This design comes from an exercise in tuning for small area, a short achievable clock period and few clock cycles per item on the open sky130 flow, not from production work.
Only simulation tests tie the RTL to the original design; equivalence was not proved.
No activity file was given, so power comes from the tool's default toggle rates.

== ember ==
Design mul_pipe, start of the top module:
module mul_pipe #(
  parameter int WIDTH  = 32,
  parameter int STAGES = 3,
  parameter int TAG_W  = 5
) (
  input  logic             clk,
  input  logic             resetn,
  input  logic             in_valid,
  output logic             in_ready,
  input  logic [WIDTH-1:0] a,
  input  logic [WIDTH-1:0] b,
  input  logic [1:0]       mul_type,
  input  logic [TAG_W-1:0] in_tag,
  input  logic             flush,
  output logic             out_valid,
  input  logic             out_ready,
  output logic [WIDTH-1:0] out_res,
  output logic [TAG_W-1:0] out_tag,
  output logic             busy
);
==> flow/config.mk <==
export PLATFORM = sky130hd
export DESIGN_NAME = mul_pipe
export DESIGN_NICKNAME = mul_pipe
export VERILOG_FILES = /design/flow/design.v
export SDC_FILE = /design/flow/constraint.sdc
export NUM_CORES = 4
export LEC_CHECK = 0
export CAP_MARGIN = 20
export CORE_MARGIN = 2
export CORE_UTILIZATION = 55
export SLEW_MARGIN = 20
export SYNTH_HIERARCHICAL = 1
==> flow/constraint.sdc <==
create_clock -name core_clock -period 12.0 [get_ports {clk}]
set_input_delay 2.4000 -clock core_clock [delete_from_list [all_inputs] [get_ports {clk}]]
set_output_delay 2.4000 -clock core_clock [all_outputs]
set_load 0.01 [all_outputs]
standard.sh (not shown) runs the stock make flow with config.mk's settings and CLKGATE_MAP_FILE= SYNTH_SCRIPT=/design/flow/synth_recipe.tcl, a recipe that flattens the netlist after the stock synthesis.
==> flow/flow/run.sh <==
#!/bin/bash
# Standard layout, with timing repair aiming 5.25 ns below the clock period
# (the constraints themselves are unchanged), and every port buffered with
# buf_2 instead of the default port buffer.
set -euo pipefail
export SETUP_SLACK_MARGIN=5.25
export BUFFER_PORTS_ARGS="-buffer_cell sky130_fd_sc_hd__buf_2"
bash standard.sh finish > standard.log 2>&1
Testbench counts of ember, summed over its fixed seeds: cycles 4,808, items 4,800.
--- input diff ember..tundra ---
Settings: CORE_UTILIZATION now 40, was 55.
--- a/flow/flow/run.sh
+++ b/flow/flow/run.sh
@@ -2 +2 @@
-# Standard layout, with timing repair aiming 5.25 ns below the clock period
+# Standard layout, with timing repair aiming 6.0 ns below the clock period
@@ -6 +6 @@
-export SETUP_SLACK_MARGIN=5.25
+export SETUP_SLACK_MARGIN=6.0
Findings:
tundra did not stop at any stage, and its layout met the timing, design-rule and antenna checks.
Final core utilization came out lower on tundra than on ember.
tundra vs ember, area of the placeable core went up by 37%.
Run comparison: tundra highest-delay cell along the critical path sky130_fd_sc_hd__buf_2; ember highest-delay cell along the critical path sky130_fd_sc_hd__xor2_1
Run comparison: ember launching instance or port of the critical path q1[3]$_DFFE_PP_; tundra launching instance or port of the critical path a[16]
Sort tundra and ember by setup slack, ascending, and ember comes first.
For nickel, these inputs were changed with respect to tundra:
Settings: a change of CORE_UTILIZATION from 40 to 55.
==> flow/flow/run.sh <==
#!/bin/bash
# Standard layout, with timing repair aiming 5.5 ns below the clock period
# (the constraints themselves are unchanged), and every port buffered with
# buf_1 instead of the default port buffer.
set -euo pipefail
export SETUP_SLACK_MARGIN=5.5
export BUFFER_PORTS_ARGS="-buffer_cell sky130_fd_sc_hd__buf_1"
bash standard.sh finish > standard.log 2>&1
Notes after the runs:
Relative to tundra, effective utilization at floorplan has increased by 15 points in nickel. The lower setup slack after layout came out of nickel. Compared with tundra, nickel shows a critical path depth that is 3 higher. Number of setup buffers added after CTS in nickel is 88 lower than in tundra.
What garnet does differently from nickel at the input level:
Settings: CORE_UTILIZATION now 70, was 55.
--- a/flow/flow/run.sh
+++ b/flow/flow/run.sh
@@ -4 +4 @@
-# buf_1 instead of the default port buffer.
+# buf_2 instead of the default port buffer.
@@ -7 +7 @@
-export BUFFER_PORTS_ARGS="-buffer_cell sky130_fd_sc_hd__buf_1"
+export BUFFER_PORTS_ARGS="-buffer_cell sky130_fd_sc_hd__buf_2"
[summary]
Summary of garnet over nickel: global-route met3 utilization went up by 6.6 points; total global routing track utilization went up by 8.6 points; hold slack went down by 0.049 ns; area added between synthesis and finish went down by 0.80 points; post-route core utilization went up by 17 points.
Combinational-cell power consumption (garnet over nickel): decrease, about 5%
Starting density of the core in garnet is 16 points higher than in nickel
Final standard cell area without fillers for garnet: 0.72% down relative to nickel
Of garnet and nickel, it is garnet that has the lower combinational fraction of design power.
Relative to garnet, the following input files were edited for raven:
Settings: CORE_UTILIZATION now 40, was 70.
==> run summary <==
- raven: PASS, flow complete, no timing, DRC or antenna violations
- When raven is set beside garnet, its total stage count of the critical path turns out to be 2 smaller.
- Global-route usage down 20 points in raven wrt garnet
- | via count of the first global-routing pass | higher: garnet |
- raven and garnet ended up with nearly the same clock tree skew after final layout.
- Routed wire in raven totals more than in garnet.
- What raven reported for layout filler cell count has to be multiplied by 0.40 to get the figure for garnet.
The following lists how fjord was set up differently from raven:
Settings: CORE_UTILIZATION changed from 40 to 55.
--- a/flow/flow/run.sh
+++ b/flow/flow/run.sh
@@ -2 +2 @@
-# Standard layout, with timing repair aiming 5.5 ns below the clock period
+# Standard layout, with timing repair aiming 5.7 ns below the clock period
@@ -6 +6 @@
-export SETUP_SLACK_MARGIN=5.5
+export SETUP_SLACK_MARGIN=5.7
==> run summary <==
- fjord vs raven, startpoint of the most critical setup path: b[21] vs b[3]
- Per the comparison of fjord with raven, number of global-route vias before repair saw an increase, via count saw an increase.
- Compared fjord against raven; clock-pin slew of the registers on the worst-case setup and hold paths within noise.

port drivers added, routing unchanged:
The results above use ideal ports. As a check the final layouts listed here were re-extracted and re-timed, cells and wires unchanged.
Step 1 (the two cells are an assumption about what drives the block):
set clk [get_ports {clk}]
set_driving_cell -lib_cell sky130_fd_sc_hd__clkbuf_16 $clk
set_driving_cell -lib_cell sky130_fd_sc_hd__buf_2 [delete_from_list [all_inputs] $clk]
Step 2 times the ports against the registers' clock, not the clock port: input delays grow and output delays shrink by t, the midpoint of the rising clock arrivals with the driver on.
a / b / c = ideal ports / drivers / drivers and shift; a / b = the first two.
run	t, ns	setup slack, ns	worst setup path at the end	cell pins on the clock port's net
ember	0.559	5.377 / 5.314 / 4.887	input to register	1
tundra	0.506	5.811 / 5.820 / 5.314	input to register	1
nickel	0.496	5.501 / 5.534 / 5.038	input to register	1
garnet	0.504	5.508 / 5.529 / 5.031	input to register	1
raven	0.497	5.513 / 5.541 / 5.044	input to register	1
fjord	0.510	5.703 / 5.719 / 5.221	input to register	1
After both steps setup and hold are still met in every run listed. For tundra, which loses most, drivers alone change the setup slack by +0.009 ns; drivers and shift together by -0.497 ns.
